This design comes from an exercise in tuning for small area, a short achievable clock period and few clock cycles per item on the open sky130 flow, not from production work.
Function was checked by simulation only, so behaviour that the tests miss may differ from the original.
No activity file was given, so power comes from the tool's default toggle rates.

## flow/design.v (module list and top-level ports; edited modules follow where they fit)
// module neurona_mac: 1719 lines
// module neurona_mac_fa: 10 lines
// module neurona_mac_ha: 9 lines
module neurona_mac #(
    parameter int Signo     = 1,
    parameter int Magnitud  = 7,
    parameter int Precision = 24,
    parameter int Width     = Signo + Magnitud + Precision,
    parameter int NEntradas = 4
) (
    input  logic             CLK,
    input  logic             RST,
    input  logic             Inicio,
    input  logic [Width-1:0] Sesgo,
    input  logic             EntradaValida,
    input  logic [Width-1:0] Entrada,
    input  logic [Width-1:0] Peso,
    output logic             Ocupado,
    output logic             Listo,
    output logic [Width-1:0] Salida,
    output logic             Error
);
  // ...
==> flow/flow/run.sh <==
#!/bin/bash
set -euo pipefail
MARGIN=$(cat flow/margin.txt)
bash standard.sh SETUP_SLACK_MARGIN=$MARGIN finish > orfs_make.log 2>&1
==> flow/flow/margin.txt <==
9.7
==> flow/standard.sh <==
#!/bin/bash
# synth_recipe.tcl (not shown) runs the flow's synth.tcl, then flattens the netlist and writes it again
# the make line also repeats each setting of config.mk as NAME=value (left out here)
make -C /OpenROAD-flow-scripts/flow DESIGN_CONFIG=/design/flow/config.mk WORK_HOME=/design/flow/orfs CLKGATE_MAP_FILE= SYNTH_SCRIPT=/design/flow/synth_recipe.tcl "${@:-finish}"
==> flow/config.mk <==
export PLATFORM = sky130hd
export DESIGN_NAME = neurona_mac
export DESIGN_NICKNAME = neurona_mac
export VERILOG_FILES = /design/flow/design.v
export SDC_FILE = /design/flow/constraint.sdc
export NUM_CORES = 4
export LEC_CHECK = 0
export CAP_MARGIN = 20
export CORE_MARGIN = 2
export CORE_UTILIZATION = 40
export SLEW_MARGIN = 20
export SYNTH_HIERARCHICAL = 1
==> flow/constraint.sdc <==
create_clock -name core_clock -period 13.5 [get_ports {CLK}]
set_input_delay 2.7000 -clock core_clock [delete_from_list [all_inputs] [get_ports {CLK}]]
set_output_delay 2.7000 -clock core_clock [all_outputs]
set_load 0.01 [all_outputs]
==> run summary, run 1 <==
outcome=no timing/DRC/antenna violations; Clk power=around 980 µW; DRC=0; HP Class=reg -> reg; design area=about 40000 µm²; CP endpoint kind=flip-flop; Post-Synth XOR/XNOR Area=16.9%; fill cell count=roughly 6900; sequential share of cell area=between 15 and 20%; proportion of layout cells with a drive suffix above 1=18.2%; Worst Setup EP=salida_q[5]; Fin Clk Skew=0.0409 ns; Post-CTS Repair Setup Buffers=between 40 and 50; GR Util met2=42.7%; Synth Area in Simple Gates=between 4 and 5%; Pins Over Slew Limit=0; Most flops, register=r1_q; clock-cell share of area=approximately 3%; sequential power share=11.0%; most frequent cells in the layout=xnor2_1, a22oi_1, fa_1, ha_1, dfxtp_1; synth cell count leaders=xnor2_1, a22oi_1, fa_1; clk buf depth=3; Logic power comb=roughly 10 mW; All-Layer GR Usage=between 20% and 30%; multi-input gate share of the layout cell area=between 60% and 70%; cts bufs inserted=36; Worst setup SP type=flip-flop; global-route wire length before repair=about 170 mm; Pint=roughly 6.3 mW; layer with the highest usage=met2; Net count, final=approximately 3800; DIE AREA=between 80000 and 90000 µm²; Data buffer area share=10.8%
Testbench counts, summed over its fixed seeds: cycles 3,584, items 512.
==> run 2: changes to the inputs <==
--- a/flow/config.mk
+++ b/flow/config.mk
@@ -10,3 +10,4 @@
 export CORE_UTILIZATION = 40
 export SLEW_MARGIN = 20
 export SYNTH_HIERARCHICAL = 1
+export TNS_END_PERCENT = 0
==> run 2 against run 1 <==
Compared with the run above:
- sequential share of layout area grew 1.1 points
- fmax shrank 0.46%
- first-iteration DRC count shrank 9.1%
- highest routed layer is now met4
- non-clock buffer count shrank 102
- sequential power is essentially flat
- synthesized cell count is the same
- clock-buffer cell count grew 2
- critical path type unchanged
- sequential cell count is the same
- final cell count shrank 2.4%
- synthesized area is the same
- setup slack lost 0.019 ns
==> run summary, run 2 <==
outcome=no timing/DRC/antenna violations (unchanged); Hold Buf Count CTS=0 (unchanged); Yosys cell types=74 (unchanged); crit-path most repeated cell=fa_1; fill cell count=7208 (was 6933); r2r setup slk=9.40 ns (was 9.42 ns); Final TNS setup=0 ns (unchanged); Rows=103 (unchanged); register area share after synthesis=19.6% (unchanged); Tcrit/Tclk final=30.4% (was 30.2%); CORE AREA=79000 µm² (unchanged); Leakage=13.3 nW (was 14.4 nW); Hold EP=sg2_q (unchanged); Net count, final=3703 (was 3807); maxcap violations=0 (unchanged); GR Util met1=35.6% (was 35.1%); largest net degree at the start of global routing=44 (unchanged); Yosys reg bits=284 (unchanged); cts bufs inserted=35 (was 36); All-Layer GR Usage=27.6% (was 27.3%); critical-path maximum fanout=4 (was 6); GR Util met2=43.0% (was 42.7%); Vias/cell=6.25 (was 6.40); asr flop ratio synth=15.1% (unchanged); Adder-Cell Fraction of Synth Area=36.5% (unchanged); via count=25182 (was 26445); Most flops, register=r1_q (unchanged); routed wire length=114 mm (was 126 mm); WP data required=13.87 ns (was 14.00 ns); Pins Over Slew Limit=0 (unchanged); biggest regs=r1_q (48), r0_q (47), acc_q (35) (unchanged); Cell Pwr Density=302 nW/µm² (was 316 nW/µm²); HPWL Detailed=71.1 mm (was 69.6 mm); Synth Area in Compound Gates=17.0% (unchanged); area occupied by multi-input gates=25000 µm² (was 25800 µm²); Worst setup SP type=flip-flop (unchanged); Fin Clk Skew=0.0262 ns (was 0.0409 ns); HP Class=reg -> reg (unchanged); EDFF count, synth=35 (unchanged); area grow syn2layout=13.4% (was 22.2%); DRC=0 (unchanged); crit path DAT=4.47 ns (was 4.58 ns); Post-Synthesis Cells=2974 (unchanged); placed cell count=3924 (was 3925); global-route wire length before repair=172 mm (was 170 mm); IO buf count=134 (unchanged); TritonRoute pass-1 iters=10 (was 9); path depth of the worst reg2reg path=12 (was 13); Reg clk slew, reported paths=0.07 ns (was 0.06 ns); largest family of logic cells by synthesized area=adder cells (unchanged); crit path cell chain=fa_1 > fa_1 > ha_4 > nand4_1 > nor2_4 > nand2_1 > a31oi_2 > o21bai_2 > a31o_2 > xnor2_1 > mux2i_1 > o21ai_0 (was fa_1 > fa_1 > ha_1 > nor3_1 > o31ai_4 > a31oi_4 > nor4_4 > or3_4 > a41oi_4 > o21ai_1 > or3b_4 > and2_4 > a31oi_4); CTS tree=yes (unchanged); met3 usage=8.59% (was 8.48%); Syn Area/Cell=10.7 µm² (unchanged); Finished Core Util=45.9% (was 49.4%); antenna-violating nets left=0 (unchanged); Sink Count=284 (unchanged); Slowest-stage cell, CP=fa_1 (unchanged); initial antenna violation count=1 (was 4); Final GP Congestion=0.905 (was 0.900); RSZ-0062 raised after global routing=true (unchanged); max reg flops=48 (unchanged); Root Driver=clkbuf_16 (unchanged); Die Span X=287 µm (unchanged); relative slew slack=38.5% (was 26.3%); commonest non-fill, non-tap cell in the layout=xnor2_1 (unchanged); layer with the highest usage=met2 (unchanged); area leader, netlist=fa_1 (unchanged); clk buf depth=3 (unchanged); Cell Count, Final, Fillers Out=4031 (was 4132); hold_sp=sg1_q (unchanged); die height=287 µm (unchanged); most frequent cells in the layout=xnor2_1, a22oi_1, fa_1, ha_1, dfxtp_1 (unchanged); reg2reg start=r2_q[9] (was r0_q[20]); H-Tree Level Count=2 (unchanged); Post-Synth XOR/XNOR Area=16.9% (unchanged); initial core utilization=40.4% (unchanged); area share of the largest cell type after synthesis=29.5% (unchanged); Pwr Total=10.9 mW (was 12.3 mW); f_max=244 MHz (was 245 MHz); Hold Crit Depth=0 (unchanged); most frequent cell after synthesis=xnor2_1 (unchanged); Top Ports=135 (unchanged); clock latency at the later pin of the worst-skew pair=0.58 ns (was 0.61 ns); routed len/inst=28.4 µm (was 30.4 µm); Setup Viol. Count Final=0 (unchanged); Fin. Hold Viols=0 (unchanged); Yosys Warn Count=9 (unchanged); Iter 0 DRT Violations=3327 (was 3659); min Tclk post-route=4.10 ns (was 4.08 ns); hold slack=0.329 ns (was 0.326 ns); Area contributors post-synth=fa_1, xnor2_1, dfxtp_1 (unchanged); grt ovf=0 (unchanged); Worst-Margin Slew=0.923 ns (was 1.10 ns); Critical Path Max Stage Delay=0.58 ns (was 0.62 ns); register area=6410 µm² (was 6460 µm²); Crit Path Category=reg -> reg (unchanged); synth cell count leaders=xnor2_1, a22oi_1, fa_1 (unchanged); post-synthesis mux area share=1.23% (unchanged); vias in the first global route=27352 (was 27204); Synth Area in Simple Gates=4.79% (unchanged); post-synthesis cell area=31900 µm² (unchanged); CP endpoint kind=flip-flop (unchanged); DIE AREA=82100 µm² (unchanged); proportion of layout cells with a drive suffix above 1=10.5% (was 18.2%); Reg-to-Reg End=acc_q[21] (was salida_q[5]); worst vdd ir=0.228 mV (was 0.309 mV); Synth Flop Type=dfxtp_1 (unchanged)
-- run 2: cell counts after synthesis --
No cell type changed its count.
-- run 2: cells by family (layout without fill, tap and decap cells) --
family	count (synthesis)	count (layout)
buf+inv	325	311
compound gates	758	758
flops	284	284
fa+ha+maj	650	650
other cells	1	18
xor+xnor	616	616
mux	38	38
simple gates	302	306
-- run 2: area by class of cell --
| type | instances | share of cell area [%] |
|---|---|---|
| antenna | 1 | 0.00691 |
| clock buffer | 44 | 2.74 |
| clock inverter | 20 | 0.549 |
| inverter | 25 | 0.259 |
| multi-input combinational | 2385 | 69.0 |
| sequential | 284 | 17.7 |
| tap | 1050 | 3.63 |
| timing repair buffer | 222 | 6.11 |
-- run 2: metrics by stage --
step           setup slack [ns]  area [µm²]
6_report                   9.40       36200
5_1_grt                    9.34       36200
2_1_floorplan              9.69       32200
3_3_place_gp               7.98       34100
4_1_cts                    9.39       35700
3_5_place_dp               8.39       34100
-- run 2: worst max-delay path, delay by kind of cell, from the launching register on --
family,cells,cell delay (ns)
DFF,1,0.32
adders and majority gates,3,1.38
AOI/OAI and AO/OA,4,1.11
xor gates and xnor gates,1,0.39
muxes,1,0.16
and+or+nand+nor,3,0.53
-- run 2: worst max path at each step --
stage	start	end	cells past startpoint
2_1_floorplan	r0_q[17]	salida_q[1]	15
3_3_place_gp	r0_q[29]	salida_q[6]	13
3_5_place_dp	r0_q[39]	salida_q[6]	14
4_1_cts	r2_q[9]	salida_q[6]	14
5_1_grt	r0_q[11]	acc_q[30]	14
6_report	r2_q[9]	acc_q[21]	12
-- run 2: layer usage --
layer  part of all wire [%]  vias to the layer above
li1                       -                    10364
met1                     39                    12602
met2                     44                     1788
met3                     13                      428
met4                    4.4                        0
met5                      0                        -
-- run 2: power by group --
group          switching (mW)  total [mW]  internal, mW
logic                    4.88        8.60          3.72
registers               0.208        1.38          1.17
clock network           0.413       0.966         0.553
-- run 2: timing repair --
action                                  in CTS  in global routing
endpoints found under the setup margin     160                184
resized for setup                           88                 84
cloned                                       7                  1
pin swaps                                   16                 13
setup buffers                               18                 16
-- run 2: Yosys stat by module, one instance, submodules excluded --
| module | flip-flops and latches | cells inside | area (µm²) | times used |
|---|---|---|---|---|
| neurona_mac_ha | 0 | 1 | 12.5 | 80 |
| neurona_mac | 284 | 2427 | 21600 | 1 |
| neurona_mac_fa | 0 | 1 | 20.0 | 467 |
==> run 3: changes to the inputs <==
--- a/flow/config.mk
+++ b/flow/config.mk
@@ -7,7 +7,8 @@
 export LEC_CHECK = 0
 export CAP_MARGIN = 20
 export CORE_MARGIN = 2
-export CORE_UTILIZATION = 40
+export CORE_UTILIZATION = 65
+export PLACE_DENSITY = 0.75
 export SLEW_MARGIN = 20
 export SYNTH_HIERARCHICAL = 1
 export TNS_END_PERCENT = 0
==> run 3 against run 2 <==
Compared with the run above:
- highest routed layer is now met5
- hold slack worse by 0.0015 ns
- final cell count decreased by 9.8%
- sequential share of layout area grew 0.12 points
- synthesized cell count is the same
- clock power about the same
- first-iteration DRC count is 2.4% higher
- critical path depth is 5 lower
- total power is 2.7% lower
==> run summary, run 3 <==
outcome=no timing/DRC/antenna violations (unchanged); placed cell count=3553 (was 3924); HP Class=reg -> reg (unchanged); Fin Clk Skew=0.0232 ns (was 0.0262 ns); CORE AREA=48700 µm² (was 79000 µm²); Sw Share=49.0% (was 50.2%); Top Ports=135 (unchanged); reg2reg start=two1_q[7] (was r2_q[9]); Cell Count, Final, Fillers Out=3636 (was 4031); post-synthesis cell area=31900 µm² (unchanged); Iter 0 DRT Violations=3406 (was 3327); Reg clk slew, reported paths=0.06 ns (was 0.07 ns); vias in the first global route=27257 (was 27352); grt ovf=0 (unchanged); initial antenna violation count=3 (was 1); critical-path maximum fanout=32 (was 4); Synth Flop Type=dfxtp_1 (unchanged); global-route wire length before repair=158 mm (was 172 mm); DRC=0 (unchanged); min Tclk post-route=4.15 ns (was 4.10 ns); most frequent cell after synthesis=xnor2_1 (unchanged); Pint=5.43 mW (was 5.44 mW); via count=25594 (was 25182); WP data required=13.90 ns (was 13.87 ns); CTS tree=yes (unchanged); Final GP Congestion=0.949 (was 0.905); initial core utilization=65.5% (was 40.4%); DIE AREA=50900 µm² (was 82100 µm²); Syn Area/Cell=10.7 µm² (unchanged); hold_sp=sg1_q (unchanged); Crit. Startpoint=two1_q[7] (was r2_q[9]); Root Driver=clkbuf_16 (unchanged); HPWL Detailed=65.2 mm (was 71.1 mm); Vias/cell=7.04 (was 6.25); RSZ-0062 raised after global routing=true (unchanged); Hold Crit Depth=0 (unchanged); CP endpoint kind=flip-flop (unchanged); biggest regs=r1_q (48), r0_q (47), acc_q (35) (unchanged); sequential power share=12.6% (about the same); Tcrit/Tclk final=30.7% (was 30.4%); Setup Viol. Count Final=0 (unchanged); most frequent cells in the layout=xnor2_1, a22oi_1, fa_1, dfxtp_1, ha_1 (was xnor2_1, a22oi_1, fa_1, ha_1, dfxtp_1); f_max=241 MHz (was 244 MHz); area grow syn2layout=11.1% (was 13.4%); Reg-to-Reg End=r2_q[22] (was acc_q[21]); maxcap violations=0 (unchanged); area leader, netlist=fa_1 (unchanged); H-Tree Level Count=2 (unchanged); antenna-violating nets left=0 (unchanged); Yosys Warn Count=9 (unchanged); Comb pwr share=78.3% (was 78.6%); Post-Synthesis Cells=2974 (unchanged); clock share of power=9.1% (was 8.8%); Final TNS setup=0 ns (unchanged); Sink Count=284 (unchanged); Hold EP=sg2_q (unchanged); relative slew slack=22.8% (was 38.5%); max reg flops=48 (unchanged); Fin. Hold Viols=0 (unchanged); die height=226 µm (was 287 µm); register area share after synthesis=19.6% (unchanged); path depth of the worst reg2reg path=7 (was 12); Net count, final=3698 (was 3703); asr flop ratio synth=15.1% (unchanged); Die Span X=226 µm (was 287 µm); routed len/inst=28.3 µm (was 28.4 µm); Area contributors post-synth=fa_1, xnor2_1, dfxtp_1 (unchanged); TritonRoute pass-1 iters=10 (unchanged); Rows=81 (was 103); commonest non-fill, non-tap cell in the layout=xnor2_1 (unchanged); proportion of layout cells with a drive suffix above 1=9.35% (was 10.5%); Leakage=13.2 nW (was 13.3 nW); worst vdd ir=0.200 mV (was 0.228 mV); Most flops, register=r1_q (unchanged); EDFF count, synth=35 (unchanged); Yosys reg bits=284 (unchanged); Yosys cell types=74 (unchanged); Worst setup SP type=flip-flop (unchanged); Pins Over Slew Limit=0 (unchanged); IO buf count=134 (unchanged); synth cell count leaders=xnor2_1, a22oi_1, fa_1 (unchanged); routed wire length=103 mm (was 114 mm); Worst-Margin Slew=1.16 ns (was 0.923 ns); Crit Path Category=reg -> reg (unchanged); crit path DAT=4.55 ns (was 4.47 ns); largest net degree at the start of global routing=44 (unchanged); r2r setup slk=9.35 ns (was 9.40 ns); antenna cells=0 (was 1); Cell Pwr Density=300 nW/µm² (was 302 nW/µm²); clock latency at the later pin of the worst-skew pair=0.56 ns (was 0.58 ns); clk buf depth=3 (unchanged); Switching Power=5.21 mW (was 5.50 mW); Pwr Total=10.6 mW (was 10.9 mW); All-Layer GR Usage=41.0% (was 27.6%); area share of the largest cell type after synthesis=29.5% (unchanged); cts bufs inserted=34 (was 35)
run 3: power groups by stage:
stage                     Sequential (mW)  Clock, mW  Combinational [mW]
after floorplan                      1.27          0                5.31
after global routing                 1.36       1.01                9.12
final                                1.34      0.967                8.34
after CTS                            1.33      0.978                8.00
after detailed placement             1.35          0                7.56
after global placement               1.34          0                7.39
run 3: layout make-up:
class / instances / area (µm²)
Clock buffer: 48 / 1010
Sequential cell: 284 / 6320
Fill cell: 3450 / 13300
Clock inverter: 12 / 165
Timing Repair Buffer: 218 / 2100
Multi-Input combinational cell: 2385 / 25000
Inverter: 25 / 93.8
Tap cell: 664 / 831
run 3: through the flow:
stage          hold WS, ns  cell area (µm²)  setup WS [ns]  util (%)
2_1_floorplan        0.310            32200           9.69         -
3_3_place_gp         0.311            33700           8.23      69.1
3_5_place_dp         0.312            33700           8.65      69.1
4_1_cts              0.327            35300           9.41      72.4
5_1_grt              0.348            35500           9.33      72.8
6_report             0.328            35500           9.35      72.8
run 3: worst max path at each step:
stage | end | slack, ns | cells past startpoint
finish | r2_q[22] | 9.35 | 7
global route | salida_q[5] | 9.33 | 13
CTS | salida_q[5] | 9.41 | 13
detailed placement | salida_q[11] | 8.65 | 14
global placement | salida_q[15] | 8.23 | 13
floorplan | salida_q[1] | 9.69 | 15
run 3: per-module statistics from Yosys, one instance, submodules excluded:
module / cell area [µm²] / copies in the design
neurona_mac: 21600 / 1
neurona_mac_fa: 20.0 / 467
neurona_mac_ha: 12.5 / 80
run 3: kinds of logic (layout without fill, tap and decap cells):
logic type / after synthesis / count (layout) / synth area share, %
buf+inv: 325 / 303 / 3.99
simple gates: 302 / 306 / 4.79
xor+xnor: 616 / 616 / 16.9
fa+ha+maj: 650 / 650 / 36.5
other cells: 1 / 17 / 0.0117
flops: 284 / 284 / 19.6
compound gates: 758 / 758 / 17.0
mux: 38 / 38 / 1.23
run 3: critical path, cell delays in order, from the launching register on:
cell and delay, ns:
dfxtp_2 1.04, a22oi_1 0.24, xnor2_1 0.28, fa_1 0.51
fa_1 0.43, fa_1 0.52, fa_1 0.43, fa_1 0.53
run 3: timing repair:
item / CTS / global route
setup buffers: 14 / 1
hold buffers: 0 / 0
cloned: 7 / 1
gates resized for setup: 85 / 32
setup endpoints to repair: 166 / 176
pin swaps: 20 / 10
run 3: per-layer routing:
metal | GRT usage (%) | routed length (µm) | part of all wire, % | vias up
li1 | - | - | - | 10365
met1 | 50.6 | 37000 | 36 | 12632
met2 | 62.2 | 44900 | 44 | 2060
met3 | 15.5 | 14500 | 14 | 535
met4 | 22.5 | 6690 | 6.5 | 2
met5 | 0.391 | 9 | 0.0087 | -

==> afterwards: timing with drivers on the ports <==
The flow's constraints put no driver on any port. The routed layouts listed below were extracted and timed again, unchanged, in two steps. Step 1 assumes that a clkbuf_16 drives the clock port and a buf_2 every other input. Step 2, shift: input delay + t, output delay - t, t = (earliest + latest rising clock arrival at the registers) / 2. This alone moves slack from input paths to output paths. Three values: no drivers, after step 1, after step 2; two values: the first two.
run | t, ns | setup WS [ns] | hold WS [ns] | clock arrival spread, ns | pins driven straight from the clock port
run 1 | 0.661 | 9.418 / 9.418 / 9.418 | 0.326 / 0.326 / 0.326 | 0.045 / 0.045 | 1
run 2 | 0.636 | 9.399 / 9.391 / 9.399 | 0.329 / 0.329 / 0.329 | 0.027 / 0.026 | 1
run 3 | 0.610 | 9.354 / 9.354 / 9.354 | 0.328 / 0.328 / 0.328 | 0.023 / 0.024 | 1
After both steps setup and hold are still met in every run listed.
